Background: an optimization exercise with open tools, aiming at small area, a short achievable clock period and few clock cycles per item. Do not read the settings as production practice. At most, simulation tests tie the RTL to the original design; equivalence was not proved. No activity file was given, so power comes from the tool's default toggle rates.

==> delta <==
==> flow/design.v (excerpt) <==
module lfu_cache_hit_detector_core #(
    parameter int MAX_ENTRIES = lchd_pkg::MAX_ENTRIES_DFLT
) (
    input  logic                          clk,
    input  logic                          rst_n,
    input  logic                          cfg_we,
    input  logic [lchd_pkg::CAP_W-1:0]    cfg_wdata,
    input  logic                          s_axis_tvalid,
    output logic                          s_axis_tready,
    input  logic [lchd_pkg::KEY_W-1:0]    s_axis_tdata,
    output logic                          m_axis_tvalid,
    input  logic                          m_axis_tready,
    output logic [lchd_pkg::RES_W-1:0]    m_axis_tdata
);
    localparam int N     = MAX_ENTRIES;
    localparam int KW    = lchd_pkg::KEY_W;
    localparam int CW    = lchd_pkg::COUNT_W;
    localparam int TW    = lchd_pkg::TOTAL_W;
    localparam int CAPW  = lchd_pkg::CAP_W;
    localparam int IDX_W = (N > 1) ? $clog2(N) : 1;
    function automatic logic [IDX_W-1:0] lim_idx(input logic [CAPW-1:0] cap);
        if (cap == '0)
            lim_idx = '0;
        else if (cap > CAPW'(N))
            lim_idx = IDX_W'(N-1);
        else
            lim_idx = IDX_W'(cap - CAPW'(1));
    endfunction
    logic [KW-1:0]    kp_q  [0:N-1];    
    logic [IDX_W-1:0] ptr_q [0:N-1];    
    logic [CW-1:0]    cnt_q [0:N-1];
    logic [N-1:0]  v_q;
    logic [N-1:0]  eq_q;
    logic [N-1:0]  sat_q;               
    logic [CAPW-1:0] cap_q;
    logic          room_q;              
    logic          av_q;
    logic [KW-1:0] a_q;
    logic          kv_q;
    logic [KW-1:0] k_q;
    logic [N-1:0]  meq_q;
    logic          hit_q;               
    logic          rdy_q;
    logic          hv_q, tv_q;
    logic          h_hit_q, t_hit_q;
    logic [TW-1:0] h_tot_q;
  ...
Settings: LEC_CHECK=0, CAP_MARGIN=20, CORE_MARGIN=2, CORE_UTILIZATION=40, SETUP_SLACK_MARGIN=2.0, SLEW_MARGIN=20; clock period 5.0 ns.
run.sh (not shown) runs the stock make flow with config.mk's settings and CLKGATE_MAP_FILE= SYNTH_SCRIPT=/design/flow/synth_recipe.tcl, a recipe that flattens the netlist after the stock synthesis.
==> inputs of pepper, as changes to delta <==
--- a/flow/design.v
+++ b/flow/design.v
@@ -38,52 +38,61 @@
         if (cap == '0)
             lim_idx = '0;
         else if (cap > CAPW'(N))
             lim_idx = IDX_W'(N-1);
         else
             lim_idx = IDX_W'(cap - CAPW'(1));
     endfunction
+    localparam logic [CW-1:0] CNT_ZERO = CW'(1);
+    localparam logic [CW-1:0] CNT_LAST = CW'(2);
+    function automatic logic [CW-1:0] lfsr_next(input logic [CW-1:0] c);
+        lfsr_next = (c >> 1) ^ (c[0] ? 16'hB400 : 16'h0000);
+    endfunction
     logic [KW-1:0]    kp_q  [0:N-1];    
     logic [IDX_W-1:0] ptr_q [0:N-1];    
     logic [CW-1:0]    cnt_q [0:N-1];
     logic [N-1:0]  v_q;
     logic [N-1:0]  eq_q;
     logic [N-1:0]  sat_q;               
     logic [CAPW-1:0] cap_q;
     logic          room_q;              
     logic          av_q;
     logic [KW-1:0] a_q;
+    logic [N-1:0]  e_q;                 
+    logic          ek_q;                
     logic          kv_q;
     logic [KW-1:0] k_q;
-    logic [N-1:0]  meq_q;
+    logic [N-1:0]  meq_q;               
     logic          hit_q;               
+    logic          miss_q;              
     logic          rdy_q;
-    logic          hv_q, tv_q;
-    logic          h_hit_q, t_hit_q;
+    logic          hv_q, q1v_q, q2v_q;
+    logic          h_hit_q, q1_hit_q, q2_hit_q;
     logic [TW-1:0] h_tot_q;
-    logic upd, mv, s_hs, pop;
-    assign upd   = kv_q & ~tv_q;
-    assign mv    = av_q & (~kv_q | ~tv_q);
+    logic upd, mv, s_hs, pop, full_n;
+    assign upd   = kv_q;
+    assign full_n = ~pop & (q2v_q | (q1v_q & kv_q));
+    assign mv    = av_q & ~full_n;
     assign s_axis_tready = rdy_q;
     assign s_hs  = s_axis_tvalid & rdy_q;
     assign pop   = hv_q & m_axis_tready;
     assign m_axis_tvalid = hv_q;
     assign m_axis_tdata  = lchd_pkg::RES_W'({h_tot_q, h_hit_q});
     logic [N-1:0] mh, gl, gr, go, stop, on, last, fh, ins, mins, missch;
     logic         hit, miss, room;
     always_comb
     begin
         for (int i = 0; i < N; i++)
         begin
-            mh[i]   = upd & meq_q[i] & v_q[i] & ~sat_q[i];
-        end
-        for (int i = 0; i < N; i++)
-        begin
-            gl[i]   = (2*i+1 < N) ? (v_q[(2*i+1) % N] & eq_q[(2*i+1) % N]) : 1'b0;
-            gr[i]   = (2*i+2 < N) ? (v_q[(2*i+2) % N] & eq_q[(2*i+2) % N] & ~gl[i]) : 1'b0;
+            mh[i]   = meq_q[i] & ~sat_q[i];
+        end
+        for (int i = 0; i < N; i++)
+        begin
+            gl[i]   = (2*i+1 < N) ? eq_q[(2*i+1) % N] : 1'b0;
+            gr[i]   = (2*i+2 < N) ? (eq_q[(2*i+2) % N] & ~gl[i]) : 1'b0;
             stop[i] = ~gl[i] & ~gr[i];
         end
         for (int i = 0; i < N; i++)
         begin
             go[i] = (i == 0) ? 1'b0 : (((i % 2) == 1) ? gl[(i-1)/2] : gr[(i-1)/2]);
         end
         for (int i = 0; i < N; i++)
@@ -116,15 +125,15 @@
         end
         room = room_q;
         for (int i = 0; i < N; i++)
         begin
             mins[i] = (i == 0) ? 1'b1 : (room & ins[i]);
         end
         hit    = hit_q;
-        miss   = upd & ~hit;
+        miss   = miss_q;
         missch = {N{miss}} & mins;
     end
     logic [CW-1:0]    inc [0:N-1];
     logic [N-1:0]     d1, z, wsel, wr;
     logic [IDX_W-1:0] ptr_n [0:N-1];
     logic [CW-1:0]    cnt_n [0:N-1];
     logic [IDX_W-1:0] hp, fidx, newp;
@@ -133,58 +142,73 @@
     logic             room_n;
     always_comb
     begin
         hp   = '0;
         fidx = '0;
         for (int i = 0; i < N; i++)
         begin
-            inc[i] = cnt_q[i] + CW'(1);
-            z[i]   = (cnt_q[i] == '0);
-            d1[i]  = (i == 0) ? 1'b0 : (cnt_q[i] == inc[(i-1)/2]);
+            inc[i] = lfsr_next(cnt_q[i]);
+            z[i]   = (cnt_q[i] == CNT_ZERO) & ~sat_q[i];
+            d1[i]  = (i == 0) ? 1'b0 : ((cnt_q[i] == inc[(i-1)/2])
+                                       & (sat_q[i] == (cnt_q[(i-1)/2] == CNT_LAST)));
             hp     = hp | ({IDX_W{mh[i]}} & ptr_q[i]);
             fidx   = fidx | ({IDX_W{fh[i]}} & IDX_W'(i));
         end
         newp = room ? fidx : ptr_q[0];
         for (int i = 0; i < N; i++)
         begin
             ptr_n[i] = on[i] ? (gl[i] ? ptr_q[(2*i+1) % N] : (gr[i] ? ptr_q[(2*i+2) % N] : hp))
                      : (missch[i] ? ((i == 0) ? newp : ptr_q[(i-1)/2]) : ptr_q[i]);
-            cnt_n[i] = last[i] ? inc[i] : (missch[i] ? ((i == 0) ? CW'(0) : cnt_q[(i-1)/2]) : cnt_q[i]);
+            cnt_n[i] = last[i] ? inc[i] : (missch[i] ? ((i == 0) ? CNT_ZERO : cnt_q[(i-1)/2]) : cnt_q[i]);
             v_n[i]   = v_q[i] | (miss & room & fh[i]);
-            sat_n[i] = last[i] ? (cnt_q[i] == (lchd_pkg::COUNT_MAX - CW'(1)))
+            sat_n[i] = last[i] ? (cnt_q[i] == CNT_LAST)
                      : (missch[i] ? ((i == 0) ? 1'b0 : sat_q[(i-1)/2]) : sat_q[i]);
             wsel[i]  = room ? fh[i] : (ptr_q[0] == IDX_W'(i));
             wr[i]    = miss & wsel[i];
         end
         cap_n  = cfg_we ? cfg_wdata : cap_q;
-        room_n = ~v_n[lim_idx(cap_n)];
+        room_n = cfg_we ? ~(v_q[lim_idx(cfg_wdata)] | (miss & room & fh[lim_idx(cfg_wdata)]))
+                        : (room & ~(miss & fh[lim_idx(cap_q)]));
         eq_n[0] = 1'b0;
         for (int i = 1; i < N; i++)
         begin
             if (last[i])
                 eq_n[i] = 1'b0;
             else if (last[(i-1)/2])
-                eq_n[i] = d1[i];
+                eq_n[i] = d1[i] & v_q[i];
             else if (missch[i])
                 eq_n[i] = (i <= 2) ? z[0] : eq_q[(i-1)/2];
             else if (miss & mins[(i-1)/2])
-                eq_n[i] = (i <= 2) ? z[i] : (eq_q[i] & eq_q[(i-1)/2]);
+                eq_n[i] = (i <= 2) ? (z[i] & v_q[i]) : (eq_q[i] & eq_q[(i-1)/2]);
             else
                 eq_n[i] = eq_q[i];
         end
     end
+    logic [N-1:0] c0, e_n;
+    logic         ck0, ca0, ek_n;
+    always_comb
+    begin
+        for (int i = 0; i < N; i++)
+        begin
+            c0[i]  = (s_axis_tdata == kp_q[i]);
+        end
+        ck0 = (s_axis_tdata == k_q);
+        ca0 = (s_axis_tdata == a_q);
+        for (int i = 0; i < N; i++)
+        begin
+            e_n[i] = wr[i] ? ck0 : c0[i];
+        end
+        ek_n = mv ? ca0 : ck0;
+    end
     logic [N-1:0] eqx, eqh, meq_n;
     logic         eqk, hit_n, hn_keep, hn_miss;
     always_comb
     begin
-        for (int i = 0; i < N; i++)
-        begin
-            eqx[i] = (a_q == kp_q[i]);
-        end
-        eqk = (a_q == k_q);
+        eqx = e_q;
+        eqk = ek_q;
         hn_keep = 1'b0;
         hn_miss = eqk;
         for (int i = 0; i < N; i++)
         begin
             eqh[i]  = eqx[ptr_q[i]];
             hn_keep = hn_keep | (eqx[i] & v_q[i]);
             hn_miss = hn_miss | (eqx[i] & v_q[i] & ~wsel[i]);
@@ -193,76 +217,99 @@
         for (int i = 0; i < N; i++)
         begin
             meq_n[i] = on[i] ? (gl[i] ? eqh[(2*i+1) % N] : (gr[i] ? eqh[(2*i+2) % N] : eqk))
                      : (missch[i] ? ((i == 0) ? eqk : eqh[(i-1)/2]) : eqh[i]);
         end
     end
     logic [TW-1:0] tot_inc;
-    logic          add, load_head, av_n, kv_n, tv_n;
+    logic          add, load_head, h_hit_n, q1_hit_n, q2_hit_n;
+    logic          av_n, kv_n, hv_n, q1v_n, q2v_n;
+    always_comb
+    begin
+        if (pop)
+        begin
+            hv_n     = q1v_q | upd;
+            q1v_n    = q2v_q | (q1v_q & upd);
+            q2v_n    = q2v_q & upd;
+            h_hit_n  = q1v_q ? q1_hit_q : hit_q;
+            q1_hit_n = q2v_q ? q2_hit_q : hit_q;
+            q2_hit_n = hit_q;
+            load_head = q1v_q | upd;
+        end
+        else
+        begin
+            hv_n     = hv_q | upd;
+            q1v_n    = q1v_q | (hv_q & upd);
+            q2v_n    = q2v_q | (q1v_q & upd);
+            h_hit_n  = hit_q;
+            q1_hit_n = q1v_q ? q1_hit_q : hit_q;
+            q2_hit_n = q2v_q ? q2_hit_q : hit_q;
+            load_head = ~hv_q & upd;
+        end
+    end
     assign tot_inc   = h_tot_q + TW'(1);
-    assign add       = (tv_q ? t_hit_q : hit) & (h_tot_q != lchd_pkg::TOTAL_MAX);
-    assign load_head = (upd & (~hv_q | pop)) | (pop & tv_q);
+    assign add       = h_hit_n & (h_tot_q != lchd_pkg::TOTAL_MAX);
     assign av_n      = s_hs | (av_q & ~mv);
-    assign kv_n      = mv | (kv_q & ~upd);
-    assign tv_n      = pop ? 1'b0 : ((upd & hv_q) | tv_q);
+    assign kv_n      = mv;
     always_ff @(posedge clk)
     begin
         for (int i = 0; i < N; i++)
         begin
             if (wr[i])
                 kp_q[i] <= k_q;
             ptr_q[i] <= ptr_n[i];
             cnt_q[i] <= cnt_n[i];
         end
-        eq_q  <= eq_n;
         sat_q <= sat_n;
         if (s_hs)
         begin
             a_q   <= s_axis_tdata;
-        end
+            ek_q  <= ek_n;
+        end
+        e_q <= s_hs ? e_n : ((wr & {N{ek_q}}) | (e_q & ~wr));
         if (mv)
         begin
             k_q   <= a_q;
-            meq_q <= meq_n;
             hit_q <= hit_n;
         end
         if (load_head)
-        begin
-            h_hit_q <= tv_q ? t_hit_q : hit;
-        end
-        if (upd & hv_q & ~pop)
-        begin
-            t_hit_q <= hit;
-        end
+            h_hit_q <= h_hit_n;
+        q1_hit_q <= q1_hit_n;
+        q2_hit_q <= q2_hit_n;
     end
     always_ff @(posedge clk or negedge rst_n)
     begin
         if (!rst_n)
         begin
             v_q     <= '0;
+            eq_q    <= '0;
             cap_q   <= lchd_pkg::CAP_RESET;
             room_q  <= 1'b1;
             h_tot_q <= '0;
             av_q    <= 1'b0;
             kv_q    <= 1'b0;
             hv_q    <= 1'b0;
-            tv_q    <= 1'b0;
+            q1v_q   <= 1'b0;
+            q2v_q   <= 1'b0;
+            meq_q   <= '0;
+            miss_q  <= 1'b0;
             rdy_q   <= 1'b1;
         end
         else
         begin
             v_q <= v_n;
+            eq_q <= eq_n;
             cap_q  <= cap_n;
             room_q <= room_n;
             if (load_head & add)
                 h_tot_q <= tot_inc;
             av_q  <= av_n;
             kv_q  <= kv_n;
-            tv_q  <= tv_n;
-            rdy_q <= ~(av_n & kv_n & tv_n);
-            if (load_head)
-                hv_q <= 1'b1;
-            else if (pop)
-                hv_q <= 1'b0;
+            hv_q  <= hv_n;
+            q1v_q <= q1v_n;
+            q2v_q <= q2v_n;
+            meq_q  <= mv ? (meq_n & v_n) : '0;
+            miss_q <= mv & ~hit_n;
+            rdy_q <= ~av_n | ~(q2v_n | (q1v_n & kv_n));
         end
     end
 endmodule
==> flow/flow/run.sh (new file) <==
#!/bin/bash
# Standard ORFS flow, with plain buffers on the ports instead of the
# default pick (a delay buffer).
set -e
export BUFFER_PORTS_ARGS="-buffer_cell sky130_fd_sc_hd__buf_4"
bash standard.sh > standard.log 2>&1
==> flow/standard.sh (new file) <==
#!/bin/bash
# synth_recipe.tcl (not shown) runs the flow's synth.tcl, then flattens the netlist and writes it again
# the make line also repeats each setting of config.mk as NAME=value (left out here)
make -C /OpenROAD-flow-scripts/flow DESIGN_CONFIG=/design/flow/config.mk WORK_HOME=/design/flow/orfs CLKGATE_MAP_FILE= SYNTH_SCRIPT=/design/flow/synth_recipe.tcl "${@:-finish}"
==> flow/config.mk (replaced) <==
export PLATFORM = sky130hd
export DESIGN_NAME = lfu_cache_hit_detector_core
export DESIGN_NICKNAME = lfu_cache_hit_detector_core
export VERILOG_FILES = /design/flow/design.v
export SDC_FILE = /design/flow/constraint.sdc
export NUM_CORES = 4
export LEC_CHECK = 0
export CAP_MARGIN = 20
export CORE_MARGIN = 2
export CORE_UTILIZATION = 65
export CTS_CLUSTER_DIAMETER = 100
export CTS_CLUSTER_SIZE = 24
export SETUP_SLACK_MARGIN = 2.75
export SLEW_MARGIN = 20
removed: flow/run.sh
==> comparison table <==
| metric | delta | pepper |
|---|---|---|
| Status | no timing/DRC/antenna violations | no timing/DRC/antenna violations |
| Tightest hold margin | 0.4196 ns | 0.3402 ns |
| Post-Place Worst Slack | 0.6986 ns | 1.565 ns |
| Net Sw Frac | 0.4088 | 0.2212 |
| Fill cell instance count of the final layout | 11950 | 5254 |
| Non-Filler Instances | 6863 | 5714 |
| Core region area | 133800 µm² | 79260 µm² |
| Clock buffer cells | 139 | 86 |
| Area fraction of the dominant cell type after synthesis | 0.5167 | 0.5354 |
| Met2 layer usage reported by global route | 0.3959 | 0.6415 |
| Worst path bufs/invs | 3 | 1 |
| Sum of routed wire segments on met1 | 76.74 mm | 59.15 mm |
| Met1 Use GR | 0.3752 | 0.5215 |
| Max IR drop VDD | 0.0003799 V | 0.0003787 V |
| Die ar. | 138200 µm² | 82620 µm² |
| Number of antenna violations at the first check in global routing | 7 | 4 |
| Clock group total power | 7.83 mW | 4.68 mW |
Testbench counts of pepper, summed over its fixed seeds: cycles 12,024, items 12,000.
Function not checked in delta: the RTL went through the layout flow alone.

========
==> try-indigo <==
lfu_cache_hit_detector_core, a different RTL version from the one above (not shown whole).
export LEC_CHECK = 0
export CAP_MARGIN = 20
export CORE_MARGIN = 2
export CORE_UTILIZATION = 40
export SETUP_SLACK_MARGIN = 2.0
export SLEW_MARGIN = 20
create_clock -name core_clock -period 5.0 [get_ports {clk}]
Stock flow here: none of the scripts above is used.
==> try-onyx (differences from try-indigo) <==
==> flow/design.v (replaced) <==
package lchd_pkg;
    localparam int KEY_W             = 32;
    localparam int COUNT_W           = 16;
    localparam int CAP_W             = 5;
    localparam int TOTAL_W           = 32;
    localparam int MAX_ENTRIES_DFLT  = 16;
    localparam logic [CAP_W-1:0]   CAP_RESET = CAP_W'(16);
    localparam logic [COUNT_W-1:0] COUNT_MAX = '1;
    localparam logic [TOTAL_W-1:0] TOTAL_MAX = '1;
    localparam int RES_BITS = 1 + TOTAL_W;
    localparam int RES_W    = ((RES_BITS + 7) / 8) * 8;
    typedef struct packed {
        logic [KEY_W-1:0]   key;
        logic [COUNT_W-1:0] count;
    } entry_t;
endpackage
module lfu_cache_hit_detector_core #(
    parameter int MAX_ENTRIES = lchd_pkg::MAX_ENTRIES_DFLT
) (
    input  logic                          clk,
    input  logic                          rst_n,
    input  logic                          cfg_we,
    input  logic [lchd_pkg::CAP_W-1:0]    cfg_wdata,
    input  logic                          s_axis_tvalid,
    output logic                          s_axis_tready,
    input  logic [lchd_pkg::KEY_W-1:0]    s_axis_tdata,
    output logic                          m_axis_tvalid,
    input  logic                          m_axis_tready,
    output logic [lchd_pkg::RES_W-1:0]    m_axis_tdata
);
    localparam int N     = MAX_ENTRIES;
    localparam int KW    = lchd_pkg::KEY_W;
    localparam int CW    = lchd_pkg::COUNT_W;
    localparam int TW    = lchd_pkg::TOTAL_W;
    localparam int CAPW  = lchd_pkg::CAP_W;
    localparam int IDX_W = (N > 1) ? $clog2(N) : 1;
    logic [KW-1:0] key_q [0:N-1];
    logic [CW-1:0] cnt_q [0:N-1];
    logic [N-1:0]  v_q;
    logic [CAPW-1:0] cap_q;
    logic [TW-1:0] hits_q;
    logic          kv_q;
    logic [KW-1:0] k_q;
    logic [N-1:0]  meq_q;
    logic          hv_q, tv_q;
    logic          h_hit_q, t_hit_q;
    logic [TW-1:0] h_tot_q;
    logic upd, s_hs, pop;
    assign upd   = kv_q & ~tv_q;
    assign s_axis_tready = ~(kv_q & tv_q);
    assign s_hs  = s_axis_tvalid & s_axis_tready;
    assign pop   = hv_q & m_axis_tready;
    assign m_axis_tvalid = hv_q;
    assign m_axis_tdata  = lchd_pkg::RES_W'({h_tot_q, h_hit_q});
    logic [N-1:0] m, nsat, eqp, gl, gr, on, last, fh, ins;
    logic [N-1:0] sel_l, sel_r, sel_k, sel_p, hold, inc;
    logic         hit, miss, room;
    logic [IDX_W-1:0] lim;
    always_comb
    begin
        for (int i = 0; i < N; i++)
        begin
            m[i]    = upd & meq_q[i] & v_q[i];
            nsat[i] = ~&cnt_q[i];
            eqp[i]  = (i == 0) ? 1'b0 : (cnt_q[i] == cnt_q[(i-1)/2]);
        end
        for (int i = 0; i < N; i++)
        begin
            gl[i] = (2*i+1 < N) ? (v_q[(2*i+1) % N] & eqp[(2*i+1) % N]) : 1'b0;
            gr[i] = (2*i+2 < N) ? (v_q[(2*i+2) % N] & eqp[(2*i+2) % N] & ~gl[i]) : 1'b0;
        end
        for (int i = 0; i < N; i++)
        begin
            on[i] = m[i] & nsat[i];
            if (i > 0)
            begin
                on[i] = on[i] | (on[(i-1)/2] & (((i % 2) == 1) ? gl[(i-1)/2] : gr[(i-1)/2]));
            end
            last[i] = on[i] & ~gl[i] & ~gr[i];
        end
        for (int i = 0; i < N; i++)
        begin
            fh[i] = ~v_q[i] & ((i == 0) ? 1'b1 : v_q[(i+N-1) % N]);
        end
        for (int i = N-1; i >= 0; i--)
        begin
            ins[i] = fh[i];
            if (2*i+1 < N) ins[i] = ins[i] | ins[(2*i+1) % N];
            if (2*i+2 < N) ins[i] = ins[i] | ins[(2*i+2) % N];
        end
        hit  = |m;
        miss = upd & ~hit;
        if (cap_q == '0)
            lim = '0;
        else if (cap_q > CAPW'(N))
            lim = IDX_W'(N-1);
        else
            lim = IDX_W'(cap_q - CAPW'(1));
        room = ~v_q[lim];
        for (int i = 0; i < N; i++)
        begin
            sel_l[i] = on[i] & gl[i];
            sel_r[i] = on[i] & gr[i];
            sel_k[i] = last[i] | ((i == 0) ? miss : 1'b0);
            sel_p[i] = (i == 0) ? 1'b0 : (miss & room & ins[i]);
            hold[i]  = ~(sel_l[i] | sel_r[i] | sel_k[i] | sel_p[i]);
            inc[i]   = last[i];
        end
    end
    logic [KW-1:0] key_n [0:N-1];
    logic [CW-1:0] cnt_n [0:N-1];
    logic [N-1:0]  v_n;
    always_comb
    begin
        for (int i = 0; i < N; i++)
        begin
            key_n[i] = ({KW{hold[i]}}  & key_q[i])
                     | ({KW{sel_k[i]}} & k_q)
                     | ({KW{sel_p[i]}} & key_q[(i-1)/2])
                     | ({KW{sel_l[i]}} & key_q[(2*i+1) % N])
                     | ({KW{sel_r[i]}} & key_q[(2*i+2) % N]);
            if (inc[i])
                cnt_n[i] = cnt_q[i] + CW'(1);
            else if (i == 0 && miss)
                cnt_n[i] = '0;
            else if (sel_p[i])
                cnt_n[i] = cnt_q[(i-1)/2];
            else
                cnt_n[i] = cnt_q[i];
            v_n[i] = v_q[i] | (miss & room & fh[i]);
        end
    end
    logic [N-1:0] eqx, meq_n;
    logic         eqk;
    always_comb
    begin
        for (int i = 0; i < N; i++)
        begin
            eqx[i] = (s_axis_tdata == key_q[i]);
        end
        eqk = (s_axis_tdata == k_q);
        for (int i = 0; i < N; i++)
        begin
            meq_n[i] = (hold[i]  & eqx[i])
                     | (sel_k[i] & eqk)
                     | (sel_p[i] & eqx[(i-1)/2])
                     | (sel_l[i] & eqx[(2*i+1) % N])
                     | (sel_r[i] & eqx[(2*i+2) % N]);
        end
    end
    always_ff @(posedge clk)
    begin
        for (int i = 0; i < N; i++)
        begin
            key_q[i] <= key_n[i];
            cnt_q[i] <= cnt_n[i];
        end
        if (s_hs)
        begin
            k_q   <= s_axis_tdata;
            meq_q <= meq_n;
        end
    end
    logic [TW-1:0] hits_n;
    assign hits_n = (hit && (hits_q != lchd_pkg::TOTAL_MAX)) ? hits_q + TW'(1) : hits_q;
    logic load_head;
    assign load_head = (upd & (~hv_q | pop)) | (pop & tv_q);
    always_ff @(posedge clk or negedge rst_n)
    begin
        if (!rst_n)
        begin
            v_q    <= '0;
            cap_q  <= lchd_pkg::CAP_RESET;
            hits_q <= '0;
            kv_q   <= 1'b0;
            hv_q   <= 1'b0;
            tv_q   <= 1'b0;
        end
        else
        begin
            v_q    <= v_n;
            if (cfg_we)
                cap_q <= cfg_wdata;
            hits_q <= hits_n;
            kv_q   <= s_hs | (kv_q & ~upd);
            if (load_head)
                hv_q <= 1'b1;
            else if (pop)
                hv_q <= 1'b0;
            if (pop)
                tv_q <= 1'b0;
            else if (upd & hv_q)
                tv_q <= 1'b1;
        end
    end
    always_ff @(posedge clk)
    begin
        if (load_head)
        begin
            h_hit_q <= tv_q ? t_hit_q : hit;
            h_tot_q <= hits_n;
        end
        if (upd & hv_q & ~pop)
        begin
            t_hit_q <= hit;
        end
    end
endmodule
--- a/flow/config.mk
+++ b/flow/config.mk
@@ -4,9 +4,8 @@
 export VERILOG_FILES = /design/flow/design.v
 export SDC_FILE = /design/flow/constraint.sdc
 export NUM_CORES = 4
 export LEC_CHECK = 0
 export CAP_MARGIN = 20
 export CORE_MARGIN = 2
 export CORE_UTILIZATION = 40
-export SETUP_SLACK_MARGIN = 2.0
 export SLEW_MARGIN = 20
==> comparison table <==
metric	try-onyx	try-indigo
Outcome	no timing/DRC/antenna violations	no timing/DRC/antenna violations
Vias in the first global route	42.8k	43.7k
Final hold slack	0.0671 ns	0.379 ns
Post-synth cell types	91	77
Worst stage delay on the critical path	0.69 ns	0.96 ns
Switching power	0.0101 W	0.00892 W
Clock power frac	0.282	0.298
Met3 Routed Length	21.3 mm	26.2 mm
Router iterations before antenna repair	6	9
Final design instance area without fill	59200 um^2	75200 um^2
Worst Path Buf+Inv	3	2
Pwr Total	0.0270 W	0.0265 W
Clock latency on the worst-skew pair	0.74 ns	0.77 ns
Tightest Pin Transition	1.16 ns	1.13 ns
Post-layout net count	5540	5693
Highest metal layer with signal wires	met4	met5
Routed length on met2	86.4 mm	103 mm
Number of non-clock inverters	56	42
Sequential cell area share	0.368	0.362
1st-iter DRT viols	5988	6839
Critical path start-end classification	register to register	input port to register
Highest clock frequency the design can meet	0.222 GHz	0.259 GHz
Testbench counts of try-indigo, summed over its fixed seeds: cycles 12,016, items 12,000.
Testbench counts of try-onyx, summed over its fixed seeds: cycles 12,016, items 12,000.

static timing again, ports no longer ideal:
No port has a modelled driver above. Below, the same layouts with a new extraction and two added sets of constraints. Step 1 sets driving cells, clkbuf_16 on the clock port and buf_2 on the other inputs (assumed; they add their load-dependent delay and slew). Step 2 moves the port delays by t, midway between the first and last clock arrival at a register: inputs arrive t later, outputs are due t later. That takes back most of the time a late clock gives input paths. a / b / c = ideal ports / drivers / drivers and shift; a / b = the first two.
run | t (ns) | setup WS [ns] | slew at the worst register clock pin (ns)
delta | 0.811 | 1.548 / 1.548 / 1.344 | 0.07 / 0.07
pepper | 0.731 | 2.659 / 2.602 / 2.051 | 0.11 / 0.11
try-indigo | 0.827 | 1.134 / 1.193 / 0.366 | 0.07 / 0.07
try-onyx | 0.806 | 0.500 / 0.500 / 0.444 | 0.07 / 0.07
After both steps setup and hold are still met in every run listed. The setup slack of try-indigo, which loses most, moves by +0.059 ns with the drivers and by -0.768 ns with both steps.
